Context: an optimization exercise on an open-source flow, tuned for small area. The choices shown serve that exercise and are no tape-out recipe.
In this exercise RTL edits were held to simulation tests only and were not proved equivalent to the original.
Power and IR drop assume default switching activity.

===== flow/run.sh =====
#!/bin/bash
# synth_recipe.tcl (not shown) runs the flow's synth.tcl, then flattens the netlist and writes it again
# the make line also repeats each setting of config.mk as NAME=value (left out here)
make -C /OpenROAD-flow-scripts/flow DESIGN_CONFIG=/design/flow/config.mk WORK_HOME=/design/flow/orfs CLKGATE_MAP_FILE= SYNTH_SCRIPT=/design/flow/synth_recipe.tcl finish

===== flow/constraint.sdc =====
create_clock -name core_clock -period 10.0 [get_ports {clk}]
set_input_delay 2.0000 -clock core_clock [delete_from_list [all_inputs] [get_ports {clk}]]
set_output_delay 2.0000 -clock core_clock [all_outputs]
set_load 0.01 [all_outputs]

===== flow/design.v =====
`timescale 1ns/1ps
`default_nettype none
package mrw_pkg;
  typedef struct packed {
    logic                     en;
    logic [8-1:0]  addr;
  } rd_req_t;
  typedef struct packed {
    logic                     en;
    logic [8-1:0]  addr;
    logic [16-1:0]    data;
  } wr_req_t;
  typedef struct packed {
    logic                     en;
    logic [3-1:0]  bank;
    logic [5-1:0]  row;
  } err_inj_t;
  typedef struct packed {
    logic                     serr;
    logic                     derr;
    logic [8-1:0]  padr;
  } rd_err_t;
  typedef struct packed {
    logic                     vld;
    logic [16-1:0]    data;
    logic                     serr;
    logic                     derr;
    logic [8-1:0]  padr;
  } rd_rsp_t;
  typedef enum logic {
    INIT_SWEEP,
    INIT_DONE
  } init_state_t;
endpackage
`default_nettype wire
`timescale 1ns/1ps
`default_nettype none
module addr_split (
  input  wire  [8-1:0] addr,
  output logic [3-1:0] bank,
  output logic [5-1:0] row
);
  logic [31:0] addr_ext;
  logic [31:0] quot;
  logic [31:0] rem;
  always_comb begin
    addr_ext = 32'(addr);
    quot     = addr_ext / 6;
    rem      = addr_ext - quot * 6;
  end
  assign bank = 3'(rem);
  assign row  = 5'(quot);
endmodule
`default_nettype wire
`timescale 1ns/1ps
`default_nettype none
module mem_bank (
  input  wire                     clk,
  input  wire                     rd_en,
  input  wire  [5-1:0] rd_row,
  output logic [16-1:0]   rd_data,
  input  wire                     wr_en,
  input  wire  [5-1:0] wr_row,
  input  wire  [16-1:0]   wr_data
);
  logic [16-1:0] mem [32];
  always_ff @(posedge clk) begin
    if (wr_en) begin
      mem[wr_row] <= wr_data;
    end
  end
  always_ff @(posedge clk) begin
    if (rd_en) begin
      rd_data <= mem[rd_row];
    end
  end
endmodule
`default_nettype wire
`timescale 1ns/1ps
`default_nettype none
module err_track (
  input  wire                     clk,
  input  wire                     rst,
  input  wire mrw_pkg::err_inj_t  inj,
  input  wire                     clr_en,
  input  wire  [3-1:0] clr_bank,
  input  wire  [5-1:0] clr_row,
  input  wire                     rd0_en,
  input  wire  [3-1:0] rd0_bank,
  input  wire  [5-1:0] rd0_row,
  input  wire                     rd1_en,
  input  wire  [3-1:0] rd1_bank,
  input  wire  [5-1:0] rd1_row,
  input  wire                     rd1_conflict,
  output mrw_pkg::rd_err_t        err0,
  output mrw_pkg::rd_err_t        err1
);
  logic [32-1:0][6:0] flag;
  logic [3-1:0]                 serve1;
  function automatic logic [8+1:0] row_err(input logic [6:0]   hits,
                                      input logic [3-1:0] serve,
                                      input logic [5-1:0] row);
    int                      cnt;
    logic [3-1:0] low;
    cnt = 0;
    low = serve;
    for (int b = 6; b >= 0; b--) begin
      if (hits[b]) begin
        cnt = cnt + 1;
        low = 3'(b);
      end
    end
    row_err = {(cnt != 0), (cnt > 1), low, row};
  endfunction
  assign serve1 = rd1_conflict ? 3'(6) : rd1_bank;
  always_ff @(posedge clk) begin
    if (rst) begin
      flag <= '0;
    end else begin
      if (clr_en) begin
        flag[clr_row][clr_bank]     <= 1'b0;
        flag[clr_row][6] <= 1'b0;
      end
      if (inj.en) begin
        flag[inj.row][inj.bank] <= 1'b1;
      end
    end
  end
  always_ff @(posedge clk) begin
    if (rst) begin
      err0 <= '0;
      err1 <= '0;
    end else begin
      if (rd0_en) begin
        err0 <= row_err(flag[rd0_row], rd0_bank, rd0_row);
      end
      if (rd1_en) begin
        err1 <= row_err(flag[rd1_row], serve1, rd1_row);
      end
    end
  end
endmodule
`default_nettype wire
`timescale 1ns/1ps
`default_nettype none
module mrw_core (
  input  wire                                     clk,
  input  wire                                     rst,
  input  wire mrw_pkg::rd_req_t                   rd0,
  input  wire mrw_pkg::rd_req_t                   rd1,
  input  wire mrw_pkg::wr_req_t                   wr,
  input  wire  [6:0][16-1:0]   bank_rd_data,
  output logic [6:0]                   bank_rd_en,
  output logic [6:0][5-1:0] bank_rd_row,
  output logic [6:0]                   bank_wr_en,
  output logic [6:0][5-1:0] bank_wr_row,
  output logic [6:0][16-1:0]   bank_wr_data,
  output logic                                    err_clr_en,
  output logic [3-1:0]                 err_clr_bank,
  output logic [5-1:0]                 err_clr_row,
  output logic                                    err_rd0_en,
  output logic [3-1:0]                 err_rd0_bank,
  output logic [5-1:0]                 err_rd0_row,
  output logic                                    err_rd1_en,
  output logic [3-1:0]                 err_rd1_bank,
  output logic [5-1:0]                 err_rd1_row,
  output logic                                    err_rd1_conflict,
  input  wire mrw_pkg::rd_err_t                   err0,
  input  wire mrw_pkg::rd_err_t                   err1,
  output mrw_pkg::rd_rsp_t                        rsp0,
  output mrw_pkg::rd_rsp_t                        rsp1,
  output logic                                    ready
);
  mrw_pkg::init_state_t    state;
  logic [5-1:0] sweep_row;
  logic [3-1:0] bank0, bank1, wr_bank;
  logic [5-1:0] row0, row1, wr_row;
  logic                    rd0_go, rd1_go, wr_go, conflict;
  logic                    pend_en;
  logic [3-1:0] pend_bank;
  logic [5-1:0] pend_row;
  logic [16-1:0]   pend_data, par_wr_data;
  logic                    rd0_vld_q, rd1_vld_q, conflict_q, fwd_q;
  logic [3-1:0] bank0_q, bank1_q;
  logic [16-1:0]   fwd_data_q, rebuild;
  addr_split u_split_rd0 (.addr(rd0.addr), .bank(bank0),   .row(row0));
  addr_split u_split_rd1 (.addr(rd1.addr), .bank(bank1),   .row(row1));
  addr_split u_split_wr  (.addr(wr.addr),  .bank(wr_bank), .row(wr_row));
  always_ff @(posedge clk) begin
    if (rst) begin
      state     <= mrw_pkg::INIT_SWEEP;
      sweep_row <= '0;
    end else if (state == mrw_pkg::INIT_SWEEP) begin
      sweep_row <= sweep_row + 1'b1;
      if (sweep_row == 5'(32 - 1)) begin
        state <= mrw_pkg::INIT_DONE;
      end
    end
  end
  assign ready    = (state == mrw_pkg::INIT_DONE);
  assign rd0_go   = rd0.en && ready;
  assign rd1_go   = rd1.en && ready;
  assign wr_go    = wr.en && ready;
  assign conflict = rd0_go && rd1_go && (bank0 == bank1);
  always_comb begin
    par_wr_data = pend_data;
    for (int b = 0; b < 6; b++) begin
      if (3'(b) != pend_bank) begin
        par_wr_data = par_wr_data ^ bank_rd_data[b];
      end
    end
  end
  always_comb begin
    bank_rd_en   = '0;
    bank_rd_row  = '0;
    bank_wr_en   = '0;
    bank_wr_row  = '0;
    bank_wr_data = '0;
    for (int b = 0; b < 6; b++) begin
      if (rd0_go && bank0 == 3'(b)) begin
        bank_rd_en[b]  = 1'b1;
        bank_rd_row[b] = row0;
      end else if (rd1_go) begin
        if (conflict || bank1 == 3'(b)) begin
          bank_rd_en[b]  = 1'b1;
          bank_rd_row[b] = row1;
        end
      end else if (wr_go && wr_bank != 3'(b)) begin
        bank_rd_en[b]  = 1'b1;
        bank_rd_row[b] = wr_row;
      end
      if (wr_go && wr_bank == 3'(b)) begin
        bank_wr_en[b]   = 1'b1;
        bank_wr_row[b]  = wr_row;
        bank_wr_data[b] = wr.data;
      end
    end
    bank_rd_en[6]   = conflict;
    bank_rd_row[6]  = row1;
    bank_wr_en[6]   = pend_en;
    bank_wr_row[6]  = pend_row;
    bank_wr_data[6] = par_wr_data;
    if (state == mrw_pkg::INIT_SWEEP) begin
      bank_wr_en   = '1;
      bank_wr_data = '0;
      for (int b = 0; b <= 6; b++) begin
        bank_wr_row[b] = sweep_row;
      end
    end
  end
  always_ff @(posedge clk) begin
    if (rst) begin
      pend_en    <= 1'b0;
      rd0_vld_q  <= 1'b0;
      rd1_vld_q  <= 1'b0;
      conflict_q <= 1'b0;
      fwd_q      <= 1'b0;
    end else begin
      pend_en    <= wr_go;
      rd0_vld_q  <= rd0_go;
      rd1_vld_q  <= rd1_go;
      conflict_q <= conflict;
      fwd_q      <= conflict && pend_en && (row1 == pend_row);
    end
  end
  always_ff @(posedge clk) begin
    pend_bank  <= wr_bank;
    pend_row   <= wr_row;
    pend_data  <= wr.data;
    bank0_q    <= bank0;
    bank1_q    <= bank1;
    fwd_data_q <= par_wr_data;
  end
  always_comb begin
    rebuild = fwd_q ? fwd_data_q : bank_rd_data[6];
    for (int b = 0; b < 6; b++) begin
      if (3'(b) != bank1_q) begin
        rebuild = rebuild ^ bank_rd_data[b];
      end
    end
  end
  always_comb begin
    rsp0.vld  = rd0_vld_q;
    rsp0.data = bank_rd_data[bank0_q];
    rsp0.serr = err0.serr;
    rsp0.derr = err0.derr;
    rsp0.padr = err0.padr;
    rsp1.vld  = rd1_vld_q;
    rsp1.data = conflict_q ? rebuild : bank_rd_data[bank1_q];
    rsp1.serr = err1.serr;
    rsp1.derr = err1.derr;
    rsp1.padr = err1.padr;
  end
  assign err_clr_en       = wr_go;
  assign err_clr_bank     = wr_bank;
  assign err_clr_row      = wr_row;
  assign err_rd0_en       = rd0_go;
  assign err_rd0_bank     = bank0;
  assign err_rd0_row      = row0;
  assign err_rd1_en       = rd1_go;
  assign err_rd1_bank     = bank1;
  assign err_rd1_row      = row1;
  assign err_rd1_conflict = conflict;
endmodule
`default_nettype wire
`timescale 1ns/1ps
`default_nettype none
module mrw_2ror1w (
  input  wire                     clk,
  input  wire                     rst,
  input  wire                     rd0_en,
  input  wire  [8-1:0] rd0_addr,
  input  wire                     rd1_en,
  input  wire  [8-1:0] rd1_addr,
  input  wire                     wr_en,
  input  wire  [8-1:0] wr_addr,
  input  wire  [16-1:0]   wr_data,
  input  wire                     inj_en,
  input  wire  [3-1:0] inj_bank,
  input  wire  [5-1:0] inj_row,
  output logic                    rsp0_vld,
  output logic [16-1:0]   rsp0_data,
  output logic                    rsp0_serr,
  output logic                    rsp0_derr,
  output logic [8-1:0] rsp0_padr,
  output logic                    rsp1_vld,
  output logic [16-1:0]   rsp1_data,
  output logic                    rsp1_serr,
  output logic                    rsp1_derr,
  output logic [8-1:0] rsp1_padr,
  output logic                    ready
);
  mrw_pkg::rd_req_t  rd0, rd1;
  mrw_pkg::wr_req_t  wr;
  mrw_pkg::err_inj_t inj;
  mrw_pkg::rd_rsp_t  rsp0, rsp1;
  assign rd0 = {rd0_en, rd0_addr};
  assign rd1 = {rd1_en, rd1_addr};
  assign wr  = {wr_en, wr_addr, wr_data};
  assign inj = {inj_en, inj_bank, inj_row};
  assign {rsp0_vld, rsp0_data, rsp0_serr, rsp0_derr, rsp0_padr} = rsp0;
  assign {rsp1_vld, rsp1_data, rsp1_serr, rsp1_derr, rsp1_padr} = rsp1;
  logic [6:0]                   bank_rd_en;
  logic [6:0][5-1:0] bank_rd_row;
  logic [6:0][16-1:0]   bank_rd_data;
  logic [6:0]                   bank_wr_en;
  logic [6:0][5-1:0] bank_wr_row;
  logic [6:0][16-1:0]   bank_wr_data;
  logic                    clr_en;
  logic [3-1:0] clr_bank;
  logic [5-1:0] clr_row;
  logic                    chk0_en, chk1_en, chk1_conflict;
  logic [3-1:0] chk0_bank, chk1_bank;
  logic [5-1:0] chk0_row, chk1_row;
  mrw_pkg::rd_err_t        err0, err1;
  mrw_core u_core (
    .clk              (clk),
    .rst              (rst),
    .rd0              (rd0),
    .rd1              (rd1),
    .wr               (wr),
    .bank_rd_data     (bank_rd_data),
    .bank_rd_en       (bank_rd_en),
    .bank_rd_row      (bank_rd_row),
    .bank_wr_en       (bank_wr_en),
    .bank_wr_row      (bank_wr_row),
    .bank_wr_data     (bank_wr_data),
    .err_clr_en       (clr_en),
    .err_clr_bank     (clr_bank),
    .err_clr_row      (clr_row),
    .err_rd0_en       (chk0_en),
    .err_rd0_bank     (chk0_bank),
    .err_rd0_row      (chk0_row),
    .err_rd1_en       (chk1_en),
    .err_rd1_bank     (chk1_bank),
    .err_rd1_row      (chk1_row),
    .err_rd1_conflict (chk1_conflict),
    .err0             (err0),
    .err1             (err1),
    .rsp0             (rsp0),
    .rsp1             (rsp1),
    .ready            (ready)
  );
  err_track u_err (
    .clk          (clk),
    .rst          (rst),
    .inj          (inj),
    .clr_en       (clr_en),
    .clr_bank     (clr_bank),
    .clr_row      (clr_row),
    .rd0_en       (chk0_en),
    .rd0_bank     (chk0_bank),
    .rd0_row      (chk0_row),
    .rd1_en       (chk1_en),
    .rd1_bank     (chk1_bank),
    .rd1_row      (chk1_row),
    .rd1_conflict (chk1_conflict),
    .err0         (err0),
    .err1         (err1)
  );
  for (genvar b = 0; b <= 6; b++) begin : g_bank
    mem_bank u_bank (
      .clk     (clk),
      .rd_en   (bank_rd_en[b]),
      .rd_row  (bank_rd_row[b]),
      .rd_data (bank_rd_data[b]),
      .wr_en   (bank_wr_en[b]),
      .wr_row  (bank_wr_row[b]),
      .wr_data (bank_wr_data[b])
    );
  end
endmodule
`default_nettype wire

===== flow/config.mk =====
export PLATFORM = sky130hd
export DESIGN_NAME = mrw_2ror1w
export DESIGN_NICKNAME = mrw_2ror1w
export VERILOG_FILES = /design/flow/design.v
export SDC_FILE = /design/flow/constraint.sdc
export NUM_CORES = 4
export LEC_CHECK = 0
export CAP_MARGIN = 20
export CORE_MARGIN = 2
export CORE_UTILIZATION = 30
export SLEW_MARGIN = 20

==> impl_summary.txt <==
----------------------------------------------------
[Synthesis]
  Cell taking the most area after synthesis ... edfxtp_1
  Dominant register cell in the synthesized netlist ... edfxtp_1
  Main combinational cell family by area after synthesis ... compound AO/OA/AOI/OAI gates
  Total of flip-flops plus latches after synthesis ... 3997
  Sequential cell area fraction in the yosys report ... 66.8%
  Share of cell area taken by muxes after synthesis ... 6.84%
  Area share of the leading cell type in the synthesized netlist ... approximately 63%
  Avg Synthesized Cell Area ... 12.8 sq um
  Fraction of the mapped netlist area in compound gates ... 11.9%
  XOR/XNOR Fraction of Synth Area ... 1.08%
  Most used standard cell by instance count after synthesis ... edfxtp_1
  Arithmetic-cell share of the synthesized area counting full adders, half adders and majority gates ... less than 1%
  Post-synth cell types ... 109
  Instance count of the mapped netlist ... between 10000 and 15000
  Area of the mapped netlist ... 0.175 sq mm
  Cell types with the largest area share after synthesis ... edfxtp_1, nand2_1, mux2i_1
  Async set-reset flop share out of synthesis ... 0%
  Number of enable flip-flop cells after synthesis ... 3696
  Basic-gate share of the synthesized area counting and, or, nand and nor cells ... between 10% and 20%
  List of most frequent post-synthesis cells ... edfxtp_1, nand2_1, a21oi_1
  Mapped Nets ... 13800
  Ys Warns ... 4

[Setup path]
  Worst R2R Setup Slack ... 4.15 ns
  Max FO, Critical Path ... 91
  Depth of the most critical reg-to-reg path ... 22
  Classification of the worst setup path ... in2reg
  Required time of the critical path ... about 11 ns
  Setup crit end kind ... register
  Critical path startpoint category ... input pin
  Arrival time of data at the critical path endpoint ... 9.71 ns

[Finish]
  Ratio of cells with drive above 1 in the final layout ... 13.7%
  Final cell count without fillers ... between 20000 and 25000
  Area growth from synthesis to layout ... 15.6%
  Finished Core Util ... 34.8%
  Count of nets after finishing ... approximately 14000

[Timing]
  Period utilization ... 90.0%
  Final setup vio count ... 0
  Worst-case headroom to the max-slew limit ... 11.6%
  Time the worst path needs with I/O delays and setup ... 9.00 ns
  Pin slew with the least headroom to its limit ... 1.32 ns
  Worst clock skew on the final layout ... between 0.05 and 0.06 ns
  Total Neg Setup Slack ... 0 ns
  RSZ-0062 raised after global routing ... no
  Final Hold Vio Count ... 0
  Slew Limit Fails ... 0
  Highest Clock Rate ... 0.111 GHz

[Floorplan]
  Starting Density ... 30.1%
  Horizontal die dimension ... 768 um
  Top-level port count ... between 100 and 150
  Core ar. ... 0.581 sq mm
  Chip Height ... roughly 770 um
  Site Rows ... 280
  Overall die area ... 0.590 sq mm

[Global route]
  GRT Resource Usage Total ... 19.3%
  Number of antenna violations at the first check in global routing ... 50
  Pin count of the biggest net entering global routing ... approximately 140
  Gr ovfl total ... 0
  First-pass GRT wire length ... 840000 um
  Number of global-route vias before repair ... approximately 110k

[CTS]
  Post_cts resized ... 0
  Number of buffers on the longest clock path ... 4
  Post-CTS Repair Setup Buffers ... 0
  TritonCTS Buffers ... 398
  Clock latency on the worst-skew pair ... 1.03 ns
  Num Clock Sinks ... around 4000
  Clock root cell ... clkbuf_16
  Number of hold buffers added after cts ... 0
  CTS clock-pin slew for the worst setup and hold paths ... 0.07 ns
  CTS tree ... done
  Maximum level of the CTS H-tree ... 5

[Power and ir drop]
  Pwr Density ... 194 mW/mm^2
  Reported leakage power ... 63.3 nW
  Maximum VDD drop ... 0.173 mV

[Placed design]
  RD Place Congestion ... 0.961
  Dpl cells ... roughly 21000
  Sum of net half-perimeters after detailed placement ... between 300000 and 400000 um
  IO Port Bufs ... about 110

[Outcome]
  Outcome ... no timing/DRC/antenna violations

[Min path]
  Number of stages on the worst hold path ... 2
  Path type of the worst min-delay path ... reg2reg

[Route]
  Total Wirelength ... 595000 um
  Count of unresolved DRC violations after routing ... 0
  Final ANT Viol Nets ... 0
  Drt pass-1 iters ... 6
  DRT iter0 DRCs ... between 10000 and 15000
  Number of vias after detailed routing ... 120000
  Routed len/inst ... 26.9 um
  Via-per-instance ratio ... 5.45

[Run]
  Max Cap Viol ... 0

----------------------------------------------------
==> routing by layer <==
layer / wire, um / up-vias / GRT usage, % / part of all wire (%)
met2: 267000 / 5897 / 29.9 / 45
met3: 54200 / 1265 / 4.02 / 9.1
li1: - / 52700 / - / -
met4: 34000 / 14 / 10.2 / 5.7
met5: 93 / - / 0 / 0.016
met1: 240000 / 60600 / 25.5 / 40
==> worst paths after layout <==
| path | startpoint | end |
|---|---|---|
| setup / recovery | rd1_addr[7] | g_bank[1].u_bank.rd_data[13] |
| hold / removal | u_err.err1[2] | u_err.err1[2] |
| setup reg to reg | u_err.flag[69] | u_err.err0[9] |
| hold reg to reg | u_err.err1[2] | u_err.err1[2] |
==> cell usage in the layout (no fill, tap or decap), types with 294 or more instances in the layout <==
cell type  Yosys  layout
o211ai_1     301     301
nor2_1       600     470
buf_4         53     673
nand2_1     2491    2489
dfxtp_1      301     294
clkbuf_16      0     406
edfxtp_1    3696    3696
nand3_1      439     439
mux2i_1      775     773
a21oi_1      902     893
==> area by class of cell <==
cell class | instances | area (sq um)
clock buffers | 489 | 10600
inverters | 99 | 374
repair buffers | 871 | 7850
clock inverters | 253 | 2390
well taps | 7755 | 9700
fillers | 56100 | 379000
multi-input cells | 8575 | 54300
flip-flops and latches | 3997 | 117000
diodes | 68 | 170
==> power breakdown <==
part	switching (W)	internal, W
registers	0.000104	0.0183
logic	0.00418	0.00165
clock network	0.00666	0.00838
total	0.0109	0.0283
==> through the flow <==
step	hold slack (ns)	total power, W	setup WS [ns]	instance area [sq um]
final	0.460	0.0392	0.999	202000
after global routing	0.487	0.0402	0.538	202000
after CTS	0.461	0.0392	1.13	202000
after detailed placement	0.451	0.0243	0.106	189000
after global placement	0.443	0.0243	0.103	189000
after floorplan	0.454	0.0216	0.585	175000
==> registers in the layout (all words and copies together), names as in the netlist, 5 cells and up <==
register	flops
u_core.sweep_row	5
u_core.pend_row	5
u_err.err0	10
u_err.err1	10
u_err.flag	224
g_bank.u_bank.mem	3584
u_core.fwd_data_q	16
g_bank.u_bank.rd_data	112
u_core.pend_data	16
==> critical path, stage by stage <==
cell and delay, ns:
clkdlybuf4s50_1 0.43, ha_1 0.32, nand2b_1 0.16, buf_4 0.13
a31oi_1 0.37, nand2_2 0.22, o211ai_1 0.30, buf_4 0.18
nand2_1 0.08, a32oi_2 0.23, nor2_4 0.14, inv_4 0.15
buf_4 0.55, ha_1 0.28, xor2_1 0.31, xnor2_1 0.20
a21oi_1 0.07, buf_4 0.19, nor4_4 0.55, buf_4 0.24
nor3_2 0.08, o311ai_4 0.57, buf_12 0.44, buf_4 0.38
a22oi_1 0.19, a221oi_1 0.70, mux2i_1 0.16
==> logic make-up after synthesis <==
kind of cell	Yosys count
and+or+nand+nor	4177
AOI/OAI and AO/OA	3027
DFF	3997
buffers and inverters	1113
adders and majority gates	60
muxes	1104
xor gates and xnor gates	207

==> what the ideal ports hide <==
The results above use ideal ports. As a check the final layout listed here was re-extracted and re-timed, cells and wires unchanged. Step 1, drivers: a clkbuf_16 drives clk and a buf_2 each remaining input, both assumed. Step 2 adds t to the input delays and takes it off the output delays; t is the mean of the earliest and latest rising clock arrival at the registers after step 1. Input paths then give back, and output paths get back, about the clock's delay inside the block. Three values: ideal, step 1, step 2; two values: the first two.
t (ns): 1.131
slack for setup (ns): 0.999 / 1.097 / -0.034
hold slack, ns: 0.460 / 0.460 / 0.460
worst register clock-pin slew, ns: 0.07 / 0.07
With both steps, setup timing fails in this run, where it was met with ideal ports. For this run, drivers alone change the setup slack by +0.098 ns; drivers and shift together by -1.033 ns.
